This is an optimization exercise on Yosys and OpenROAD, whose aim is small area, a short achievable clock period and few clock cycles, not a production implementation.
At most, simulation tests tie the RTL to the original design; equivalence was not proved.
The RTL of run 6 was laid out without a check of its function.

## flow/design.v (module list and top-level ports; edited modules follow where they fit)
// module qsim_ctrl: 131 lines
// module real_mac: 1935 lines
// module imag_mac: 1951 lines
// module amp_writer: 77 lines
// module qsim_top: 153 lines
module qsim_top #(
  parameter int MAX_QUBITS = 4,
  parameter int MAX_GATES  = 4,
  localparam int MAX_N = 2 ** MAX_QUBITS,
  localparam int IN_AW = $clog2(MAX_N + 1),
  localparam int GT_AW = $clog2(MAX_GATES * MAX_N * MAX_N),
  localparam int SP_AW = MAX_QUBITS + 1
) (
  input  logic                  clk,
  input  logic                  reset_n,
  input  logic                  dut_valid,
  output logic                  dut_ready,
  output logic [IN_AW-1:0]      q_state_input_sram_read_address,
  input  qsim_pkg::word_t       q_state_input_sram_read_data,
  output logic [GT_AW-1:0]      q_gates_sram_read_address,
  input  qsim_pkg::word_t       q_gates_sram_read_data,
  output logic [SP_AW-1:0]      scratchpad_sram_read_address,
  input  qsim_pkg::word_t       scratchpad_sram_read_data,
  output logic                  scratchpad_sram_write_enable,
  output logic [SP_AW-1:0]      scratchpad_sram_write_address,
  output qsim_pkg::word_t       scratchpad_sram_write_data,
  output logic                  q_state_output_sram_write_enable,
  output logic [MAX_QUBITS-1:0] q_state_output_sram_write_address,
  output qsim_pkg::word_t       q_state_output_sram_write_data
);
  // ...
==> flow/flow/run.sh <==
#!/bin/bash
# Own layout flow: the standard ORFS flow (standard.sh) at the design's
# clock period and constraints, with these changes in how the layout is made:
#  * after the standard synthesis, flow/fa_polarity.py removes inverters
#    between full-adder cells (a full adder with all inputs and outputs
#    complemented is the same cell); registers are untouched;
#  * timing repair aims for SETUP_SLACK_MARGIN ns of setup slack, worst path
#    only (TNS_END_PERCENT 0), so the resizer works on the paths that set the
#    achieved period;
#  * port buffers are buf_2 instead of the default pick;
#  * clock tree synthesis adds no dummy loads.
# Each step's full output goes to its own log file in this folder.
set -euo pipefail

export SETUP_SLACK_MARGIN=${SETUP_SLACK_MARGIN:-8.5}
export TNS_END_PERCENT=0
export BUFFER_PORTS_ARGS="-buffer_cell sky130_fd_sc_hd__buf_2"
export CTS_ARGS="-sink_clustering_enable -repair_clock_nets -dont_use_dummy_load"

RES=$(pwd)/orfs/results/$FLOW_PLATFORM/qsim_top/base

bash standard.sh "$RES/1_2_yosys.v" > log_synth.txt 2>&1
cp "$RES/1_2_yosys.v" 1_2_yosys_standard.v
python3 flow/fa_polarity.py 1_2_yosys_standard.v "$RES/1_2_yosys.v" > log_fa_polarity.txt 2>&1
bash standard.sh synth > log_synth_odb.txt 2>&1
bash standard.sh floorplan > log_floorplan.txt 2>&1
bash standard.sh place > log_place.txt 2>&1
bash standard.sh cts > log_cts.txt 2>&1
bash standard.sh route > log_route.txt 2>&1
bash standard.sh finish > log_finish.txt 2>&1
test -s out/final.def
==> flow/flow/fa_polarity.py <==
#!/usr/bin/env python3
"""Remove inverters around full-adder cells in a mapped sky130 netlist.

A full adder is self-dual: FA(~a, ~b, ~c) = (~sum, ~cout). Yosys's extract_fa
often picks the inverted form, which leaves inverters between the adders of a
multiplier tree. This pass chooses, for every fa cell, whether to use its
inputs and outputs as they are or all complemented, greedily lowering the
number of nets that need an inverted copy, and then rewires the inverters.
Registers and every other cell keep their names, types and connections.

usage: fa_polarity.py IN.v OUT.v
"""
import random
import re
import sys

CELL_RE = re.compile(r'^(\s*)(sky130_fd_sc_hd__\w+)\s+(\S+)\s*\((.*?)\);\s*$', re.S | re.M)
PIN_RE = re.compile(r'\.(\w+)\(([^()]*)\)')
OUT_PINS = {'X', 'Y', 'Q', 'Q_N', 'SUM', 'COUT', 'HI', 'LO'}
FA_IN = ('A', 'B', 'CIN')
FA_OUT = ('SUM', 'COUT')


def esc(n):
    # an escaped identifier ends at white space
    return n + " " if n.startswith("\\") else n


def is_inv(t):
    return re.match(r'sky130_fd_sc_hd__(clk)?inv_\d+$', t) is not None


def main(src, dst):
    text = open(src).read()
    if re.search(r'^\s*assign\s', text, re.M):
        # keep it simple: only netlists without assigns are rewritten
        open(dst, 'w').write(text)
        print("fa_polarity: assign statements present, netlist unchanged")
        return
    cells = []
    for m in CELL_RE.finditer(text):
        pins = [(p, n.strip()) for p, n in PIN_RE.findall(m.group(4))]
        cells.append({'type': m.group(2), 'name': m.group(3), 'pins': pins,
                      'span': m.span(), 'indent': m.group(1)})
    driver = {}
    loads = {}
    for ci, c in enumerate(cells):
        for p, n in c['pins']:
            if p in OUT_PINS:
                driver[n] = (ci, p)
            else:
                loads.setdefault(n, []).append((ci, p))
    # output ports count as fixed loads
    ports_out = set()
    for m in re.finditer(r'^\s*output\s+(\[[^\]]*\]\s*)?([^;]+);', text, re.M):
        for nm in m.group(2).split(','):
            ports_out.add(nm.strip())

    def port_load(n):
        base = n.split('[')[0].strip()
        return base in ports_out or n in ports_out

    fa = [ci for ci, c in enumerate(cells) if re.match(r'sky130_fd_sc_hd__fa_\d+$', c['type'])]
    fa_set = set(fa)
    XSWAP = {'sky130_fd_sc_hd__xor2_1': 'sky130_fd_sc_hd__xnor2_1',
             'sky130_fd_sc_hd__xnor2_1': 'sky130_fd_sc_hd__xor2_1'}
    xo = [ci for ci, c in enumerate(cells) if c['type'] in XSWAP]

    # roots: nets driven by a non-inverter (or undriven: inputs, constants)
    def root_of(n):
        d = driver.get(n)
        if d is not None and is_inv(cells[d[0]]['type']):
            a = dict(cells[d[0]]['pins'])['A']
            r, par = root_of(a)
            return r, par ^ 1
        return n, 0

    # a root is editable when its inverters are one level deep, feed only
    # ordinary cell pins, and neither the root nor an inverter output is a port
    inv_of = {}
    editable = {}
    for ci, c in enumerate(cells):
        if is_inv(c['type']):
            a = dict(c['pins'])['A']
            inv_of.setdefault(a, []).append(ci)

    def check_root(r):
        if r in editable:
            return editable[r]
        ok = True
        d = driver.get(r)
        if d is None or is_inv(cells[d[0]]['type']):
            ok = False
        for ci in inv_of.get(r, []):
            y = dict(cells[ci]['pins'])['Y']
            if port_load(y):
                ok = False
            for lc, lp in loads.get(y, []):
                if is_inv(cells[lc]['type']):
                    ok = False
        editable[r] = ok
        return ok

    # polarity-relevant roots: every FA input root and every FA output net
    roots = set()
    for ci in fa:
        pins = dict(cells[ci]['pins'])
        for p in FA_IN:
            roots.add(root_of(pins[p])[0])
        for p in FA_OUT:
            if p in pins:
                roots.add(pins[p])
    flippable = {}
    for ci in fa:
        pins = dict(cells[ci]['pins'])
        ok = all(check_root(root_of(pins[p])[0]) for p in FA_IN)
        ok = ok and all(check_root(pins[p]) for p in FA_OUT if p in pins)
        ok = ok and all(not port_load(pins[p]) for p in FA_OUT if p in pins)
        flippable[ci] = ok

    # for each editable root: its sinks as (cell, pin, parity)
    sinks = {}
    for r in roots:
        if not editable.get(r):
            continue
        lst = []
        for lc, lp in loads.get(r, []):
            if not is_inv(cells[lc]['type']):
                lst.append((lc, lp, 0))
        for ic in inv_of.get(r, []):
            y = dict(cells[ic]['pins'])['Y']
            for lc, lp in loads.get(y, []):
                lst.append((lc, lp, 1))
        sinks[r] = lst

    flip = {ci: 0 for ci in fa}
    drv_fa = {}
    for r in sinks:
        d = driver[r]
        drv_fa[r] = d[0] if d[0] in fa_set else None
    # an xor/xnor driving an editable root flips by becoming the other cell
    for ci in xo:
        pins = dict(cells[ci]['pins'])
        y = pins.get('X', pins.get('Y'))
        if y in sinks and not port_load(y):
            flip[ci] = 0
            flippable[ci] = True
            drv_fa[y] = ci

    def need(r, lc, par):
        v = par
        if drv_fa[r] is not None:
            v ^= flip[drv_fa[r]]
        if lc in fa_set:
            v ^= flip[lc]
        return v

    def cost(r):
        return 1 if any(need(r, lc, par) for lc, lp, par in sinks[r]) else 0

    touch = {ci: set() for ci in flip}
    for r, lst in sinks.items():
        if drv_fa[r] is not None:
            touch[drv_fa[r]].add(r)
        for lc, lp, par in lst:
            if lc in fa_set:
                touch[lc].add(r)

    before = sum(cost(r) for r in sinks)

    def descend():
        for _ in range(50):
            changed = 0
            for ci in cand:
                rs = touch[ci]
                c0 = sum(cost(r) for r in rs)
                flip[ci] ^= 1
                c1 = sum(cost(r) for r in rs)
                if c1 < c0:
                    changed += 1
                else:
                    flip[ci] ^= 1
            if not changed:
                break

    cand = [ci for ci in flip if flippable[ci] and all(r in sinks for r in touch[ci])]
    descend()
    best = dict(flip)
    best_cost = sum(cost(r) for r in sinks)
    rng = random.Random(1)
    for _ in range(200):
        for ci in cand:
            if rng.random() < 0.1:
                flip[ci] ^= 1
        descend()
        c = sum(cost(r) for r in sinks)
        if c < best_cost:
            best, best_cost = dict(flip), c
        else:
            flip.update(best)
    flip.update(best)
    after = sum(cost(r) for r in sinks)

    XSWAP_SET = set(ci for ci in xo if ci in flip)
    # rewrite connections
    newpins = {ci: dict(c['pins']) for ci, c in enumerate(cells)}
    order = {ci: [p for p, n in c['pins']] for ci, c in enumerate(cells)}
    delete = set()
    extra = []
    extra_wires = []
    nnew = 0
    for r, lst in sinks.items():
        invs = inv_of.get(r, [])
        inv_lst = [(lc, lp) for lc, lp, par in lst if need(r, lc, par)]
        pos_lst = [(lc, lp) for lc, lp, par in lst if not need(r, lc, par)]
        for lc, lp in pos_lst:
            newpins[lc][lp] = r
        if inv_lst:
            if invs:
                keep = invs[0]
                y = newpins[keep]['Y']
                for ic in invs[1:]:
                    delete.add(ic)
            else:
                nnew += 1
                y = f"fapol_n{nnew}"
                extra_wires.append(y)
                extra.append((f"fapol_i{nnew}", r, y))
            for lc, lp in inv_lst:
                newpins[lc][lp] = y
        else:
            for ic in invs:
                delete.add(ic)

    out = []
    pos = 0
    for ci, c in enumerate(cells):
        s, e = c['span']
        out.append(text[pos:s])
        pos = e
        if ci in delete:
            continue
        if ci in XSWAP_SET and flip.get(ci):
            # xor2 drives X, xnor2 drives Y
            o_old, o_new = ('X', 'Y') if 'X' in newpins[ci] else ('Y', 'X')
            newpins[ci][o_new] = newpins[ci].pop(o_old)
            order[ci] = [o_new if p == o_old else p for p in order[ci]]
            c = dict(c, type=XSWAP[c['type']])
        body = ",\n".join(f"{c['indent']}  .{p}({esc(newpins[ci][p])})" for p in order[ci])
        out.append(f"{c['indent']}{c['type']} {c['name']} (\n{body}\n{c['indent']});\n")
    out.append(text[pos:])
    res = "".join(out)
    if extra:
        decl = "".join(f"  wire {w};\n" for w in extra_wires)
        inst = "".join(f"  sky130_fd_sc_hd__inv_1 {n} (\n    .A({esc(a)}),\n    .Y({y})\n  );\n" for n, a, y in extra)
        idx = res.rindex("endmodule")
        res = res[:idx] + inst + res[idx:]
        m = re.search(r'^\s*wire\s', res, re.M)
        res = res[:m.start()] + "\n" + decl + res[m.start() + 1:]
    open(dst, 'w').write(res)
    print(f"fa_polarity: {len(fa)} full adders, {len(XSWAP_SET)} xor cells, {sum(flip.values())} flipped, "
          f"inverted nets {before} -> {after}, {len(delete)} inverters removed, {nnew} added")


if __name__ == "__main__":
    main(sys.argv[1], sys.argv[2])
==> flow/standard.sh <==
#!/bin/bash
# synth_recipe.tcl (not shown) runs the flow's synth.tcl, then flattens the netlist and writes it again
# the make line also repeats each setting of config.mk as NAME=value (left out here)
make -C /OpenROAD-flow-scripts/flow DESIGN_CONFIG=/design/flow/config.mk WORK_HOME=/design/flow/orfs CLKGATE_MAP_FILE= SYNTH_SCRIPT=/design/flow/synth_recipe.tcl "${@:-finish}"
==> flow/config.mk <==
export PLATFORM = sky130hd
export DESIGN_NAME = qsim_top
export DESIGN_NICKNAME = qsim_top
export VERILOG_FILES = /design/flow/design.v
export SDC_FILE = /design/flow/constraint.sdc
export NUM_CORES = 4
export LEC_CHECK = 0
export CAP_MARGIN = 20
export CORE_MARGIN = 2
export CORE_UTILIZATION = 60
export SLEW_MARGIN = 20
==> flow/constraint.sdc <==
create_clock -name core_clock -period 12.0 [get_ports {clk}]
set_input_delay 2.4000 -clock core_clock [delete_from_list [all_inputs] [get_ports {clk}]]
set_output_delay 2.4000 -clock core_clock [all_outputs]
set_load 0.01 [all_outputs]
==> flow_summary.ini, run 1 <==
[cts]
htreeDepth = 2
ctsLongestPathBuffers = 3
cts.clk_slew.worst_paths_ns = 0.06
cts_buffers = 57

[layout]
diodes = 9
multi_input_area_share_pct = 62.0
nFillCells = 5095
utilization_pct = 66.2
design_area_sq_mm = 0.0429
fin_nets = 4463

[critical_path]
path_delay_family = flip-flops
r2r_start = gr_two_b[1]
endpoint_kind = output port
worstRegToRegCells = 8

[sta]
finalMaxSlewViolations = 0
fin_ws_ns = 8.32
relSlewSlack_pct = 34.4
setup_tns_ns = 0
fin_crit_ns = 3.68
fin_crit_sh_pct = 30.7
setup_violations = 0

[detailed_routing]
wl_per_cell_microns = 24.9
vias = 28500
wl_met3_mm = 10.4
drt-vias-per-instance = 6.22
ant_nets = 0

[die]
taps = 855
die_w_microns = 260

[place]
dpl_cell_area_sq_mm = 0.0401
dp.cells = 4426

[outcome]
status = finished clean

[yosys]
postSynthCellCount = 3723
yosysWarnings = 5

[hold_path]
hold_depth = 0
Testbench counts, summed over its fixed seeds: cycles 68,716.
==> run 2: changes to the inputs <==
--- a/flow/config.mk
+++ b/flow/config.mk
@@ -8,4 +8,4 @@
 export CAP_MARGIN = 20
 export CORE_MARGIN = 2
-export CORE_UTILIZATION = 60
+export CORE_UTILIZATION = 72
 export SLEW_MARGIN = 20
==> run 2 against run 1 <==
Still clean. Clock skew increased by 0.0010 ns. Area after synthesis unchanged. Worst setup slack worse by 0.00064 ns. Final cell count is 3.9% lower. Clock-buffer cell count decreased by 3. Design area down 0.81%. Die area decreased by 16%. Critical endpoint is now real_mac_i.cut768.
==> flow_summary.ini, run 2 <==
[critical_path]
slowest_stage = dfxtp_1
slowest_delay_ns = 0.93
cpMostUsedCell = fa_1
arrival_ns = 4.14
endpoint_kind = flop
path_cells = a22oi_1, xor2_1, fa_1, fa_1, fa_1, fa_1
cp.required_ns = 12.46
critical_path_class = reg -> reg
path_delay_family = adder cells
crit_buf_inv = 0
crit_fanout = 17
cp-start-kind = flop

[place]
gp_congestion = 0.987
dpl_cell_area_sq_mm = 0.0399
dp.cells = 4261
io_buffers = 194
dp_hpwl_mm = 83.9
pre_cts_slack_ns = 7.65

[sta]
setup_tns_ns = 0
max_freq_ghz = 0.272
clock_skew_ns = 0.0731
finalMaxSlewViolations = 0
finalHoldViolCount = 0
holdWs_ns = 0.344
max_slew.worst_pin.slew_ns = 1.22
fin_crit_sh_pct = 30.7
relSlewSlack_pct = 18.3
setup_violations = 0
fin_crit_ns = 3.68
rsz0062_at_grt = true
fin_ws_ns = 8.32

[layout]
area_growth_pct = 8.01
most-common-layout-cells = fa_1 (489), xnor2_1 (433), dfxtp_1 (349), o22ai_1 (234), a22oi_1 (225)
final_common_cell = fa_1
fin_cells = 4398
fin_nets = 4445
reg_top3 = state_a: 32 flops, state_b: 32 flops, writer_i.word_q: 32 flops
register_area_sq_mm = 0.0112
nFillCells = 3464
design_area_sq_mm = 0.0425
utilization_pct = 78.8
multi_input_area_sq_mm = 0.0266
drive_gt1_share_pct = 16.6

[die]
die_y_microns = 238
fp-row-count = 85
die_area_sq_mm = 0.0565
start_util_pct = 73.0
die_w_microns = 238
io_pins = 195
core_area_sq_mm = 0.0539

[global_route]
track_usage_pct = 40.9
grt_max_degree = 64
grt_pass1_wl_mm = 177
grt_pass1_vias = 30700
gr-total-overflow = 0
antenna_found_initial = 18

[yosys]
netlist_area_sq_mm = 0.0394
synth_nets = 4473
avgSynthCellArea_sq_um = 10.6
postSynthCellCount = 3723
yosysWarnings = 5

[cts]
clk_latency_ns = 0.63
cts_buffers = 54
cts_tree = yes
hold_buffers = 0
cts.clk_slew.worst_paths_ns = 0.06
htreeDepth = 2
ctsLongestPathBuffers = 3
cts_root_buf = clkbuf_16
cts.sinks = 522

[detailed_routing]
ant_nets = 0
drc = 0
first_pass_iters = 8
initialDrtViolationCount = 3079
wl_per_cell_microns = 26.1
drt-vias-per-instance = 6.71
routed_wl_mm = 115
vias = 29500

[hold_path]
hold_path_class = reg -> reg

[run]
drv_cap = 0

[outcome]
status = finished clean
run 2: repair_timing:
item / in CTS / in global routing
gates resized for setup: 172 / 113
buffers inserted: 19 / 54
pin swaps: 8 / 54
setup endpoints to repair: 134 / 124
run 2: per-layer routing:
metal  up-vias  global-route usage, %  part of all wire, %
met5         -                      0                0.074
met4        12                   18.4                  5.0
met3       441                   11.1                   11
met2      1988                   65.2                   47
met1     14600                   52.6                   37
li1      12400                      -                    -
run 2: cell type report:
cell class,instances,share of cell area (%)
Clock buffer,54,3.18
Multi-Input combinational cell,2632,62.5
Sequential cell,522,26.2
Inverter,191,1.75
Antenna cell,9,0.0530
Timing Repair Buffer,294,4.19
Tap cell,696,2.05
run 2: path summary, 6_finish.rpt:
path / from / end / slack [ns] / cells past startpoint
setup reg to reg: gi_one_a[5] / real_mac_i.cut768 / 8.32 / 6
max in group asynchronous: reset_n / ctrl_i.f_o[2] / 9.29 / 2
hold / removal: ctrl_i.last_d[0] / ctrl_i.last_d[1] / 0.34 / 0
setup / recovery: gi_one_a[5] / real_mac_i.cut768 / 8.32 / 6
min in group asynchronous: reset_n / ctrl_i.q_state_input_sram_read_address[4] / 2.01 / 2
hold reg to reg: ctrl_i.last_d[0] / ctrl_i.last_d[1] / 0.34 / 0
==> run 3: changes to the inputs <==
--- a/flow/flow/run.sh
+++ b/flow/flow/run.sh
@@ -13,5 +13,5 @@
 set -euo pipefail
 
-export SETUP_SLACK_MARGIN=${SETUP_SLACK_MARGIN:-8.5}
+export SETUP_SLACK_MARGIN=${SETUP_SLACK_MARGIN:-8.3}
 export TNS_END_PERCENT=0
 export BUFFER_PORTS_ARGS="-buffer_cell sky130_fd_sc_hd__buf_2"
--- a/flow/config.mk
+++ b/flow/config.mk
@@ -8,4 +8,4 @@
 export CAP_MARGIN = 20
 export CORE_MARGIN = 2
-export CORE_UTILIZATION = 72
+export CORE_UTILIZATION = 60
 export SLEW_MARGIN = 20
==> run 3 against run 2 <==
Still clean. Clock skew is 0.0015 ns lower. Critical path type unchanged. Wire length is 1.8% lower. Global-route usage is 7.1 points lower. Non-clock buffer count is 36 lower. Synthesized cell count stayed put. Critical endpoint is now imag_mac_i.cut753. Largest cell class unchanged.
==> flow_summary.ini, run 3 <==
[critical_path]
r2r_start = state_b[21]
worstRegToRegCells = 6
crit_fanout = 16
cp.required_ns = 12.48
cp-start-kind = flop
endpoint_kind = flop
critical_path_class = reg -> reg
r2r_slack_ns = 8.24
r2r_end = imag_mac_i.cut753
arrival_ns = 4.24

[detailed_routing]
vias = 28400
wl_per_cell_microns = 24.9
drt-vias-per-instance = 6.27
initialDrtViolationCount = 2568
ant_nets = 0
routed_wl_mm = 113
drc = 0
first_pass_iters = 7

[global_route]
antenna_found_initial = 12
grt_pass1_vias = 29300
track_usage_pct = 33.8
grt_max_degree = 64
gr-total-overflow = 0
grt_pass1_wl_mm = 175

[sta]
rsz0062_at_grt = true
setup_violations = 0
setup_tns_ns = 0
fin_crit_sh_pct = 31.4
clock_skew_ns = 0.0716
finalMaxSlewViolations = 0
max_freq_ghz = 0.266
max_slew.worst_pin.slew_ns = 1.18
fin_crit_ns = 3.76
finalHoldViolCount = 0
fin_ws_ns = 8.24
relSlewSlack_pct = 21.4

[place]
dp_hpwl_mm = 83.8
gp_congestion = 0.958
io_buffers = 194
pre_cts_slack_ns = 7.73

[cts]
cts.clk_slew.worst_paths_ns = 0.06
hold_buffers = 0
htreeDepth = 2
cts_buffers = 57
cts.sinks = 522
clk_latency_ns = 0.64
ctsLongestPathBuffers = 3
cts_root_buf = clkbuf_16
cts_tree = yes

[hold_path]
hold_path_class = reg -> reg
hold_depth = 0
min_from = ctrl_i.f_p[0]
min_to = ctrl_i.f_p[1]

[layout]
reg_top3 = state_a: 32 flops, state_b: 32 flops, writer_i.word_q: 32 flops
final_common_cell = fa_1
most-common-layout-cells = fa_1 (495), xnor2_1 (435), dfxtp_1 (366), o22ai_1 (240), a22oi_1 (236)
nFillCells = 5125
area_growth_pct = 7.17
drive_gt1_share_pct = 14.3
fin_nets = 4412

[die]
die_w_microns = 260
core_area_sq_mm = 0.0647
die_area_sq_mm = 0.0676
die_y_microns = 260
fp-row-count = 93
start_util_pct = 60.8
io_pins = 195

[yosys]
postSynthCellCount = 3723
synth_nets = 4473
yosysWarnings = 5
avgSynthCellArea_sq_um = 10.6
netlist_area_sq_mm = 0.0394

[outcome]
status = finished clean

[run]
drv_cap = 0
## run 3: cell count changes in the layout (fill, tap and decap cells not counted), sizes merged
cell	change
buf	-34
clkbuf	+1
diode	-2
## run 3: critical path, cell delays in order, from the launching register on
cell and delay, ns:
dfxtp_1 1.10, o22ai_1 0.25, xor2_1 0.22, fa_1 0.52
fa_1 0.45, fa_1 0.55, fa_1 0.50
## run 3: worst max path at each step
stage	slack (ns)	depth (start not counted)	from	endpoint
2_1_floorplan	8.27	10	state_a[23]	real_mac_i.cut774
4_1_cts	8.18	7	state_a[21]	real_mac_i.cut768
6_report	8.24	6	state_b[21]	imag_mac_i.cut753
3_5_place_dp	7.73	7	gr_neg_b[2]	imag_mac_i.cut777
3_3_place_gp	7.77	7	gr_neg_b[2]	imag_mac_i.cut777
5_1_grt	8.21	9	gi_one_a[2]	real_mac_i.cut774
## run 3: metal layers
layer  wire (microns)  track usage (%)  part of all wire (%)  vias up
met4             4180             11.6                   3.7        4
met3            10600             6.14                   9.4      262
met5               21                0                 0.019        -
met2            51400             53.0                    46     1426
met1            46500             47.5                    41    14300
li1                 -                -                     -    12400
## run 3: stage by stage
stage / std cells / area, sq um / hold slack [ns] / util [%]
floorplan: 3723 / 39400 / 0.331 / -
global placement: 4433 / 40100 / 0.333 / 62.0
detailed placement: 4433 / 40100 / 0.335 / 62.0
CTS: 4498 / 41800 / 0.348 / 64.6
global route: 4519 / 42200 / 0.354 / 65.2
finish: 4522 / 42200 / 0.347 / 65.2
## run 3: final cells by class
type / instances / area [sq um] / area share, %
Timing Repair Buffer: 258 / 1480 / 3.52
Multi-Input combinational cell: 2632 / 26400 / 62.6
Clock buffer: 57 / 1430 / 3.38
Tap cell: 855 / 1070 / 2.54
Antenna cell: 7 / 17.5 / 0.0415
Inverter: 191 / 736 / 1.74
Sequential cell: 522 / 11000 / 26.2
## run 3: what timing repair did
item,CTS,global route
pin swaps,0,16
hold endpoints to repair,0,0
gates resized for setup,108,89
endpoints found under the setup margin,74,59
cloned,0,0
buffers inserted,8,17
==> run 4: changes to the inputs <==
--- a/flow/flow/run.sh
+++ b/flow/flow/run.sh
@@ -13,6 +13,6 @@
 set -euo pipefail
 
-export SETUP_SLACK_MARGIN=${SETUP_SLACK_MARGIN:-8.3}
-export TNS_END_PERCENT=0
+export SETUP_SLACK_MARGIN=${SETUP_SLACK_MARGIN:-8.45}
+export TNS_END_PERCENT=100
 export BUFFER_PORTS_ARGS="-buffer_cell sky130_fd_sc_hd__buf_2"
 export CTS_ARGS="-sink_clustering_enable -repair_clock_nets -dont_use_dummy_load"
==> run 4 against run 3 <==
Critical endpoint is now real_mac_i.cut777. Via count increased by 3.4%. Largest cell class unchanged. Clock skew grew 0.016 ns. Global-route usage rose by 1.7 points. Design area rose by 5.4%. Final cell count increased by 3.6%. Die area unchanged. Register-to-register slack improved by 0.06 ns.
==> flow_summary.ini, run 4 <==
[hold_path]
min_from = ctrl_i.last_d[1]
hold_path_class = reg -> reg
min_to = ctrl_i.last_d[2]
hold_depth = 0

[global_route]
track_usage_pct = 35.5
antenna_found_initial = 14
grt_pass1_wl_mm = 182
grt_max_degree = 64
gr-total-overflow = 0
grt_pass1_vias = 30600

[critical_path]
r2r_start = gr_neg_a[2]
path_cells = clkinvlp_4, buf_12, buf_6, xor2_2, fa_2, fa_2, fa_2, fa_2, fa_2
critical_path_class = reg -> reg
cp-start-kind = flop
slowest_stage = fa_2
crit_fanout = 6
cpMostUsedCell = fa_2
cp.required_ns = 12.52
worstRegToRegCells = 9
path_delay_family = adder cells
slowest_delay_ns = 0.61
r2r_slack_ns = 8.29
r2r_end = real_mac_i.cut777
endpoint_kind = flop
crit_buf_inv = 3
arrival_ns = 4.23

[die]
core_area_sq_mm = 0.0647
start_util_pct = 60.8
die_y_microns = 260
die_area_sq_mm = 0.0676
io_pins = 195
die_w_microns = 260
fp-row-count = 93

[cts]
cts_tree = yes
cts.sinks = 522
htreeDepth = 2
cts_buffers = 56
cts_root_buf = clkbuf_16
cts.clk_slew.worst_paths_ns = 0.06
hold_buffers = 0
clk_latency_ns = 0.66
ctsLongestPathBuffers = 3

[detailed_routing]
first_pass_iters = 7
drt-vias-per-instance = 6.26
wl_per_cell_microns = 25.5
drc = 0
initialDrtViolationCount = 2809
routed_wl_mm = 120
ant_nets = 0
vias = 29300

[sta]
clock_skew_ns = 0.0880
relSlewSlack_pct = 37.4
finalHoldViolCount = 0
setup_tns_ns = 0
setup_violations = 0
max_slew.worst_pin.slew_ns = 0.931
rsz0062_at_grt = true
max_freq_ghz = 0.270
fin_crit_ns = 3.71
finalMaxSlewViolations = 0
fin_crit_sh_pct = 30.9

[layout]
most-common-layout-cells = fa_1 (453), xnor2_1 (426), dfxtp_1 (325), o22ai_1 (226), xor2_1 (215)
reg_top3 = state_a: 32 flops, state_b: 32 flops, writer_i.word_q: 32 flops
drive_gt1_share_pct = 22.4
fin_nets = 4572
final_common_cell = fa_1
area_growth_pct = 12.9

[place]
gp_congestion = 0.945
dp_hpwl_mm = 85.2
io_buffers = 194

[yosys]
netlist_area_sq_mm = 0.0394
yosysWarnings = 5
postSynthCellCount = 3723
synth_nets = 4473
avgSynthCellArea_sq_um = 10.6

[run]
drv_cap = 0

[outcome]
status = finished clean
-- run 4: final cells by class --
type / instances / area (sq um)
multi-input cells: 2632 / 27100
well taps: 855 / 1070
clock buffers: 56 / 1400
inverters: 191 / 748
diodes: 8 / 20.0
repair buffers: 419 / 2880
flip-flops and latches: 522 / 11200
fillers: 4953 / 20300
-- run 4: metal layers --
metal  track usage (%)  vias to the layer above  wire length, microns
met2              55.7                     1589                 54500
li1                  -                    12700                     -
met1              47.0                    14700                 47400
met5                 0                        -                    61
met4              14.9                       12                  5980
met3              8.83                      371                 11700
-- run 4: worst max path at each step --
stage | startpoint | end | slack, ns | depth (start not counted)
after CTS | ctrl_i.dut_ready | dut_ready | 8.27 | 1
after floorplan | state_a[21] | real_mac_i.cut765 | 8.43 | 9
after global placement | gi_neg_a[1] | real_mac_i.cut774 | 7.76 | 8
after detailed placement | gi_neg_a[1] | real_mac_i.cut774 | 7.73 | 8
after global routing | state_a[29] | real_mac_i.cut777 | 8.22 | 8
final | gr_neg_a[2] | real_mac_i.cut777 | 8.29 | 9
-- run 4: through the flow --
stage	cell area, sq um	std cells	util, %	hold WS [ns]	setup WS [ns]
floorplan	39800	3723	-	0.331	8.43
global placement	40000	4420	61.9	0.334	7.76
detailed placement	40000	4420	61.9	0.336	7.73
CTS	43100	4588	66.6	0.349	8.27
global route	44400	4679	68.7	0.354	8.22
finish	44400	4683	68.7	0.347	8.29
-- run 4: worst register-to-register path, delay by kind of cell (launching register included) --
kind / cells / cell delay [ns]
xor+xnor: 1 / 0.17
fa+ha+maj: 5 / 2.64
flops: 1 / 0.37
buf+inv: 3 / 0.39
-- run 4: repair_timing --
item,CTS,global route
pin swaps,92,133
gates resized for setup,310,151
endpoints found under the setup margin,124,92
setup buffers,112,87
==> run 5: changes to the inputs <==
--- a/flow/flow/run.sh
+++ b/flow/flow/run.sh
@@ -13,8 +13,8 @@
 set -euo pipefail
 
-export SETUP_SLACK_MARGIN=${SETUP_SLACK_MARGIN:-8.45}
-export TNS_END_PERCENT=100
+export SETUP_SLACK_MARGIN=${SETUP_SLACK_MARGIN:-8.5}
+export TNS_END_PERCENT=0
 export BUFFER_PORTS_ARGS="-buffer_cell sky130_fd_sc_hd__buf_2"
-export CTS_ARGS="-sink_clustering_enable -repair_clock_nets -dont_use_dummy_load"
+export CTS_ARGS="-sink_clustering_enable -repair_clock_nets -dont_use_dummy_load -sink_clustering_size 24 -sink_clustering_max_diameter 80"
 
 RES=$(pwd)/orfs/results/$FLOW_PLATFORM/qsim_top/base
==> run 5 against run 4 <==
Area after synthesis unchanged. Clock-buffer cell count decreased by 22. Clock skew decreased by 0.0063 ns. Design area decreased by 5.6%. Register-to-register slack about the same. Die area unchanged. Via count decreased by 3.0%. Non-clock buffer count decreased by 134. Sequential cell count unchanged.
==> flow_summary.ini, run 5 <==
[critical_path]
crit_fanout = 17
endpoint_kind = flop
r2r_end = imag_mac_i.cut768
cp-start-kind = flop
critical_path_class = reg -> reg
cp-startpoint = gr_neg_b[6]
r2r_slack_ns = 8.31
arrival_ns = 4.15
worstRegToRegCells = 6
cp.required_ns = 12.45
r2r_start = gr_neg_b[6]

[global_route]
antenna_found_initial = 14
grt_max_degree = 64
track_usage_pct = 34.2
gr-total-overflow = 0
grt_pass1_wl_mm = 176
grt_pass1_vias = 28900

[place]
dp_hpwl_mm = 86.2
pre_cts_slack_ns = 7.77
io_buffers = 194
dpl_cell_area_sq_mm = 0.0401
gp_congestion = 0.983
dp.cells = 4426

[layout]
utilization_pct = 64.9
design_area_sq_mm = 0.0420
fin_nets = 4416
final_common_cell = fa_1
drive_gt1_share_pct = 15.3
reg_top3 = state_a: 32 flops, state_b: 32 flops, writer_i.word_q: 32 flops
fin_cells = 4526
most-common-layout-cells = fa_1 (494), xnor2_1 (434), dfxtp_1 (348), o22ai_1 (240), a22oi_1 (230)
area_growth_pct = 6.67

[sta]
finalHoldViolCount = 0
clock_skew_ns = 0.0817
fin_crit_sh_pct = 30.8
fin_ws_ns = 8.31
holdWs_ns = 0.353
max_freq_ghz = 0.271
finalMaxSlewViolations = 0
rsz0062_at_grt = true
setup_violations = 0
relSlewSlack_pct = 30.9
setup_tns_ns = 0
max_slew.worst_pin.slew_ns = 1.04
fin_crit_ns = 3.69

[cts]
htreeDepth = 2
ctsLongestPathBuffers = 3
clk_latency_ns = 0.60
cts.clk_slew.worst_paths_ns = 0.09
cts_root_buf = clkbuf_16
cts_buffers = 34
cts_tree = yes
cts.sinks = 522

[detailed_routing]
wl_per_cell_microns = 25.4
first_pass_iters = 8
drc = 0
drt-vias-per-instance = 6.29
routed_wl_mm = 115
ant_nets = 0
vias = 28400
initialDrtViolationCount = 2957

[die]
die_y_microns = 260
start_util_pct = 60.8
fp-row-count = 93
die_w_microns = 260
io_pins = 195
core_area_sq_mm = 0.0647
die_area_sq_mm = 0.0676

[hold_path]
hold_depth = 0
min_from = ctrl_i.last_d[1]
hold_path_class = reg -> reg
min_to = ctrl_i.last_d[2]

[yosys]
synth_nets = 4473
netlist_area_sq_mm = 0.0394
postSynthCellCount = 3723
avgSynthCellArea_sq_um = 10.6
yosysWarnings = 5

[run]
drv_cap = 0

[outcome]
status = finished clean
run 5: final cells by class:
class,instances,area [sq um]
Antenna cell,7,17.5
Sequential cell,522,11100
Clock buffer,34,851
Fill cell,5127,22700
Tap cell,855,1070
Multi-Input combinational cell,2632,26500
Timing Repair Buffer,285,1700
Inverter,191,741
run 5: critical path, cell delays in order (launching register included):
cell and delay, ns:
dfxtp_2 0.73, xnor2_1 0.19, fa_1 0.61, fa_1 0.48, fa_1 0.53, fa_1 0.53
fa_1 0.48
run 5: how the worst max path moves through the flow:
stage	to	slack, ns	depth (start not counted)
after detailed placement	real_mac_i.cut774	7.77	8
after floorplan	real_mac_i.cut768	8.47	8
after CTS	dut_ready	8.34	1
after global routing	real_mac_i.cut771	8.25	7
after global placement	real_mac_i.cut774	7.79	8
final	imag_mac_i.cut768	8.31	6
run 5: routing by layer:
| layer | GRT usage, % | part of all wire (%) | wire length (microns) |
|---|---|---|---|
| met1 | 47.2 | 41 | 46900 |
| met2 | 53.9 | 46 | 52800 |
| met3 | 6.93 | 9.5 | 10900 |
| met4 | 12.0 | 3.6 | 4190 |
| met5 | 0 | 0.044 | 51 |
run 5: timing repair:
action                                  in CTS  in global routing
buffers inserted                            26                 33
pin swaps                                    7                 17
resized for setup                          194                 42
hold buffers                                 0                  0
endpoints found under the setup margin     125                123
==> module qsim_top, before the edit <==
module qsim_top #(
  parameter int MAX_QUBITS = 4,
  parameter int MAX_GATES  = 4,
  localparam int MAX_N = 2 ** MAX_QUBITS,
  localparam int IN_AW = $clog2(MAX_N + 1),
  localparam int GT_AW = $clog2(MAX_GATES * MAX_N * MAX_N),
  localparam int SP_AW = MAX_QUBITS + 1
) (
  input  logic                  clk,
  input  logic                  reset_n,
  input  logic                  dut_valid,
  output logic                  dut_ready,
  output logic [IN_AW-1:0]      q_state_input_sram_read_address,
  input  qsim_pkg::word_t       q_state_input_sram_read_data,
  output logic [GT_AW-1:0]      q_gates_sram_read_address,
  input  qsim_pkg::word_t       q_gates_sram_read_data,
  output logic [SP_AW-1:0]      scratchpad_sram_read_address,
  input  qsim_pkg::word_t       scratchpad_sram_read_data,
  output logic                  scratchpad_sram_write_enable,
  output logic [SP_AW-1:0]      scratchpad_sram_write_address,
  output qsim_pkg::word_t       scratchpad_sram_write_data,
  output logic                  q_state_output_sram_write_enable,
  output logic [MAX_QUBITS-1:0] q_state_output_sram_write_address,
  output qsim_pkg::word_t       q_state_output_sram_write_data
);
  localparam int ND = qsim_pkg::NDIG;
  localparam int AW = qsim_pkg::ACC_W;
  localparam int K  = 18;
  logic [MAX_QUBITS-1:0] n_m1;
  logic [2:0]            m_reg;
  logic                  use_in;
  logic                  use_in_n;
  logic [3:0]            acc_first;
  logic                  row_done;
  logic                  job_done;
  logic [ND-1:0] gr_one, gr_two, gr_neg;
  logic [ND-1:0] gi_one, gi_two, gi_neg;
  logic [ND-1:0] gr_one_a, gr_two_a, gr_neg_a;
  logic [ND-1:0] gi_one_a, gi_two_a, gi_neg_a;
  logic [ND-1:0] gr_one_b, gr_two_b, gr_neg_b;
  logic [ND-1:0] gi_one_b, gi_two_b, gi_neg_b;
  qsim_pkg::word_t state_a;
  qsim_pkg::word_t state_b;
  logic [AW-K-1:0] real_hi, imag_hi;
  logic [K-1:0]    real_lo, imag_lo;
  logic            real_cy, imag_cy;
  qsim_ctrl #(
    .MAX_QUBITS (MAX_QUBITS),
    .MAX_GATES  (MAX_GATES)
  ) ctrl_i (
    .clk                             (clk),
    .reset_n                         (reset_n),
    .dut_valid                       (dut_valid),
    .dut_ready                       (dut_ready),
    .q_state_input_sram_read_address (q_state_input_sram_read_address),
    .q_state_input_sram_read_data    (q_state_input_sram_read_data),
    .q_gates_sram_read_address       (q_gates_sram_read_address),
    .scratchpad_sram_read_address    (scratchpad_sram_read_address),
    .n_m1                            (n_m1),
    .m_reg                           (m_reg),
    .use_in                          (use_in),
    .use_in_n                        (use_in_n),
    .acc_first                       (acc_first),
    .row_done                        (row_done),
    .job_done                        (job_done)
  );
  function automatic logic [3*ND-1:0] booth(input logic [15:0] y);
    logic [16:0] e;
    logic [ND-1:0] one, two, neg;
    e = {y, 1'b0};
    for (int j = 0; j < ND; j++)
    begin
      neg[j] = e[2*j+2];
      one[j] = e[2*j+1] ^ e[2*j];
      two[j] = (e[2*j+2] & ~e[2*j+1] & ~e[2*j]) | (~e[2*j+2] & e[2*j+1] & e[2*j]);
    end
    booth = {neg, two, one};
  endfunction
  assign {gr_neg, gr_two, gr_one} = booth(q_gates_sram_read_data[31:16]);
  assign {gi_neg, gi_two, gi_one} = booth(q_gates_sram_read_data[15:0]);
  always_ff @(posedge clk)
  begin
    gr_one_a <= gr_one;
    gr_two_a <= gr_two;
    gr_neg_a <= gr_neg;
    gi_one_a <= gi_one;
    gi_two_a <= gi_two;
    gi_neg_a <= gi_neg;
    state_a  <= use_in ? q_state_input_sram_read_data : scratchpad_sram_read_data;
    gr_one_b <= ~gr_one;
    gr_two_b <= ~gr_two;
    gr_neg_b <= ~gr_neg;
    gi_one_b <= ~gi_one;
    gi_two_b <= ~gi_two;
    gi_neg_b <= ~gi_neg;
    state_b  <= use_in_n ? ~scratchpad_sram_read_data : ~q_state_input_sram_read_data;
  end
  real_mac real_mac_i (
    .clk      (clk),
    .ga_one   (gr_one_a),
    .ga_two   (gr_two_a),
    .ga_neg   (gr_neg_a),
    .xa       (state_a[31:16]),
    .gb_one   (gi_one_a),
    .gb_two   (gi_two_a),
    .gb_neg   (~gi_neg_a),
    .xb       (state_a[15:0]),
    .first_lo (acc_first[0]),
    .first_hi (acc_first[1]),
    .acc_hi   (real_hi),
    .acc_lo   (real_lo),
    .cy       (real_cy)
  );
  imag_mac imag_mac_i (
    .clk      (clk),
    .ga_one_n (gr_one_b),
    .ga_two_n (gr_two_b),
    .ga_neg_n (gr_neg_b),
    .xa_n     (state_b[15:0]),
    .gb_one_n (gi_one_b),
    .gb_two_n (gi_two_b),
    .gb_neg_n (gi_neg_b),
    .xb_n     (state_b[31:16]),
    .first_lo (acc_first[2]),
    .first_hi (acc_first[3]),
    .acc_hi   (imag_hi),
    .acc_lo   (imag_lo),
    .cy       (imag_cy)
  );
  amp_writer #(
    .MAX_QUBITS (MAX_QUBITS),
    .SPLIT      (K)
  ) writer_i (
    .clk                               (clk),
    .reset_n                           (reset_n),
    .n_m1                              (n_m1),
    .m_reg                             (m_reg),
    .real_hi                           (real_hi),
    .real_lo                           (real_lo),
    .real_cy                           (real_cy),
    .imag_hi                           (imag_hi),
    .imag_lo                           (imag_lo),
    .imag_cy                           (imag_cy),
    .row_done                          (row_done),
    .job_done                          (job_done),
    .scratchpad_sram_write_enable      (scratchpad_sram_write_enable),
    .scratchpad_sram_write_address     (scratchpad_sram_write_address),
    .scratchpad_sram_write_data        (scratchpad_sram_write_data),
    .q_state_output_sram_write_enable  (q_state_output_sram_write_enable),
    .q_state_output_sram_write_address (q_state_output_sram_write_address),
    .q_state_output_sram_write_data    (q_state_output_sram_write_data)
  );
endmodule
==> run 6: changes to the inputs <==
--- a/flow/design.v
+++ b/flow/design.v
@@ -4147,6 +4147,4 @@
   logic [ND-1:0] gr_one_a, gr_two_a, gr_neg_a;
   logic [ND-1:0] gi_one_a, gi_two_a, gi_neg_a;
-  logic [ND-1:0] gr_one_b, gr_two_b, gr_neg_b;
-  logic [ND-1:0] gi_one_b, gi_two_b, gi_neg_b;
   qsim_pkg::word_t state_a;
   qsim_pkg::word_t state_b;
@@ -4197,10 +4195,4 @@
     gi_neg_a <= gi_neg;
     state_a  <= use_in ? q_state_input_sram_read_data : scratchpad_sram_read_data;
-    gr_one_b <= ~gr_one;
-    gr_two_b <= ~gr_two;
-    gr_neg_b <= ~gr_neg;
-    gi_one_b <= ~gi_one;
-    gi_two_b <= ~gi_two;
-    gi_neg_b <= ~gi_neg;
     state_b  <= use_in_n ? ~scratchpad_sram_read_data : ~q_state_input_sram_read_data;
   end
@@ -4223,11 +4215,11 @@
   imag_mac imag_mac_i (
     .clk      (clk),
-    .ga_one_n (gr_one_b),
-    .ga_two_n (gr_two_b),
-    .ga_neg_n (gr_neg_b),
+    .ga_one_n (~gr_one_a),
+    .ga_two_n (~gr_two_a),
+    .ga_neg_n (~gr_neg_a),
     .xa_n     (state_b[15:0]),
-    .gb_one_n (gi_one_b),
-    .gb_two_n (gi_two_b),
-    .gb_neg_n (gi_neg_b),
+    .gb_one_n (~gi_one_a),
+    .gb_two_n (~gi_two_a),
+    .gb_neg_n (~gi_neg_a),
     .xb_n     (state_b[31:16]),
     .first_lo (acc_first[2]),
--- a/flow/flow/run.sh
+++ b/flow/flow/run.sh
@@ -16,5 +16,5 @@
 export TNS_END_PERCENT=0
 export BUFFER_PORTS_ARGS="-buffer_cell sky130_fd_sc_hd__buf_2"
-export CTS_ARGS="-sink_clustering_enable -repair_clock_nets -dont_use_dummy_load -sink_clustering_size 24 -sink_clustering_max_diameter 80"
+export CTS_ARGS="-sink_clustering_enable -repair_clock_nets -dont_use_dummy_load"
 
 RES=$(pwd)/orfs/results/$FLOW_PLATFORM/qsim_top/base
==> run 6 against run 5 <==
Still clean. Register-to-register slack worse by 0.06 ns. Worst setup slack worse by 0.059 ns. First-iteration DRC count up 8.1%. Clock-buffer cell count is 18 higher. Non-clock buffer count is 66 higher. Sequential cell count shrank 48. Synthesized cell count is 2.4% lower. Critical path type unchanged.
==> flow_summary.ini, run 6 <==
[die]
start_util_pct = 60.6
io_pins = 195
fp-row-count = 92
die_y_microns = 257
die_area_sq_mm = 0.0658
die_w_microns = 257
core_area_sq_mm = 0.0631

[run]
drv_cap = 0

[critical_path]
cp.required_ns = 12.43
cp-start-kind = flop
arrival_ns = 4.18
endpoint_kind = flop
crit_fanout = 16
critical_path_class = reg -> reg

[layout]
nFillCells = 4947
most-common-layout-cells = fa_1 (484), dfxtp_1 (341), xor2_1 (327), xnor2_1 (325), a22oi_1 (225)
fin_nets = 4429
reg_top3 = state_a: 32 flops, state_b: 32 flops, writer_i.word_q: 32 flops
drive_gt1_share_pct = 18.5
area_growth_pct = 11.2
fin_cells = 4531
final_common_cell = fa_1
utilization_pct = 67.4

[sta]
setup_tns_ns = 0
max_freq_ghz = 0.267
clock_skew_ns = 0.0928
fin_crit_ns = 3.75
setup_violations = 0
relSlewSlack_pct = 30.1
finalHoldViolCount = 0
fin_crit_sh_pct = 31.3
rsz0062_at_grt = true
fin_ws_ns = 8.25
finalMaxSlewViolations = 0
max_slew.worst_pin.slew_ns = 1.05

[global_route]
gr-total-overflow = 0
antenna_found_initial = 8
grt_pass1_vias = 29700
track_usage_pct = 34.5
grt_pass1_wl_mm = 175
grt_max_degree = 64

[yosys]
synth_nets = 4383
yosysWarnings = 5
postSynthCellCount = 3633
avgSynthCellArea_sq_um = 10.5
netlist_area_sq_mm = 0.0383

[place]
pre_cts_slack_ns = 7.54
dp_hpwl_mm = 82.1
dp.cells = 4362
io_buffers = 194
gp_congestion = 0.953

[cts]
ctsLongestPathBuffers = 3
cts_tree = yes
clk_latency_ns = 0.64
cts.sinks = 474
cts_root_buf = clkbuf_16
htreeDepth = 2
cts.clk_slew.worst_paths_ns = 0.06
cts_buffers = 52

[hold_path]
hold_path_class = reg -> reg

[detailed_routing]
first_pass_iters = 8
routed_wl_mm = 115
initialDrtViolationCount = 3196
drc = 0
ant_nets = 0
vias = 28900
drt-vias-per-instance = 6.39
wl_per_cell_microns = 25.4

[outcome]
status = finished clean
-- run 6: cell count changes in the layout (fill, tap and decap cells not counted), moves of 24 or more --
cell,delta
o22ai_2,+24
inv_1,-64
o22ai_1,-25
xor2_1,+105
xnor2_1,-109
dfxtp_4,-34
buf_4,+34
-- run 6: worst paths after layout --
kind                                  start                                   endpoint  slack (ns)  cells after the start
setup / recovery                state_b[27]                          imag_mac_i.cut768        8.25                      7
hold / removal             ctrl_i.last_d[2]                           ctrl_i.last_d[3]        0.35                      0
setup reg to reg                state_b[27]                          imag_mac_i.cut768        8.25                      7
hold reg to reg            ctrl_i.last_d[2]                           ctrl_i.last_d[3]        0.35                      0
max in group asynchronous           reset_n                              ctrl_i.f_o[2]        9.34                      2
min in group asynchronous           reset_n  ctrl_i.q_state_input_sram_read_address[3]        1.98                      2
-- run 6: per-stage QoR --
stage / cell area [sq um] / hold slack [ns]
final: 42500 / 0.346
after global routing: 42500 / 0.357
after CTS: 41600 / 0.348
after detailed placement: 39300 / 0.335
after global placement: 39300 / 0.334
after floorplan: 39000 / 0.329
-- run 6: layout make-up --
type	count	area (sq um)	area share (%)
clock buffer	52	1300	3.06
antenna	8	20.0	0.0471
timing repair inverter	1	5.00	0.0118
sequential	474	10000	23.5
multi-input combinational	2645	26800	63.1
timing repair buffer	351	2540	5.98
inverter	154	772	1.82
tap	846	1060	2.49
-- run 6: timing repair --
| item | CTS | global route |
|---|---|---|
| setup buffers | 56 | 50 |
| setup endpoints to repair | 162 | 147 |
| hold buffers | 0 | 0 |
| gates cloned | 0 | 3 |
| gates resized for setup | 187 | 99 |
| pin swaps | 16 | 55 |
-- run 6: worst max-delay path, cell delays in order, from the launching register on --
cell,delay (ns)
dfxtp_1,0.82
o22ai_1,0.23
xnor2_1,0.18
ha_1,0.33
fa_2,0.61
fa_2,0.45
fa_1,0.47
fa_1,0.47
-- run 6: metal layers --
layer / routed length, microns / part of all wire (%) / GRT usage, %
met5: 127 / 0.11 / 1.39
met4: 5020 / 4.3 / 14.3
met3: 12000 / 10 / 7.55
met2: 52500 / 46 / 53.9
met1: 45700 / 40 / 46.7

port drivers added, routing unchanged:
The results above use ideal ports. As a check the final layouts listed here were re-extracted and re-timed, cells and wires unchanged. Step 1 assumes that a clkbuf_16 drives the clock port and a buf_2 every other input. Step 2 moves the port delays by t, midway between the first and last clock arrival at a register: inputs arrive t later, outputs are due t later. That takes back most of the time a late clock gives input paths. a / b / c = no drivers / after step 1 / after step 2; a / b = the first two.
run | shift t [ns] | setup slack, ns | clock arrival spread, ns | worst data-port slew with drivers (ns) | pins driven straight from the clock port
run 1 | 0.677 | 8.318 / 8.251 / 8.041 | 0.072 / 0.073 | 0.16 | 1
run 2 | 0.663 | 8.318 / 8.259 / 7.967 | 0.073 / 0.073 | 0.17 | 1
run 3 | 0.669 | 8.236 / 8.236 / 7.929 | 0.072 / 0.072 | 0.14 | 1
run 4 | 0.687 | 8.292 / 8.238 / 7.989 | 0.089 / 0.090 | 0.17 | 1
run 5 | 0.623 | 8.307 / 8.294 / 8.068 | 0.082 / 0.082 | 0.17 | 1
run 6 | 0.657 | 8.248 / 8.239 / 7.971 | 0.094 / 0.094 | 0.08 | 1
After both steps every run listed still meets setup and hold. The setup slack of run 2, which loses most, moves by -0.059 ns with the drivers and by -0.351 ns with both steps.
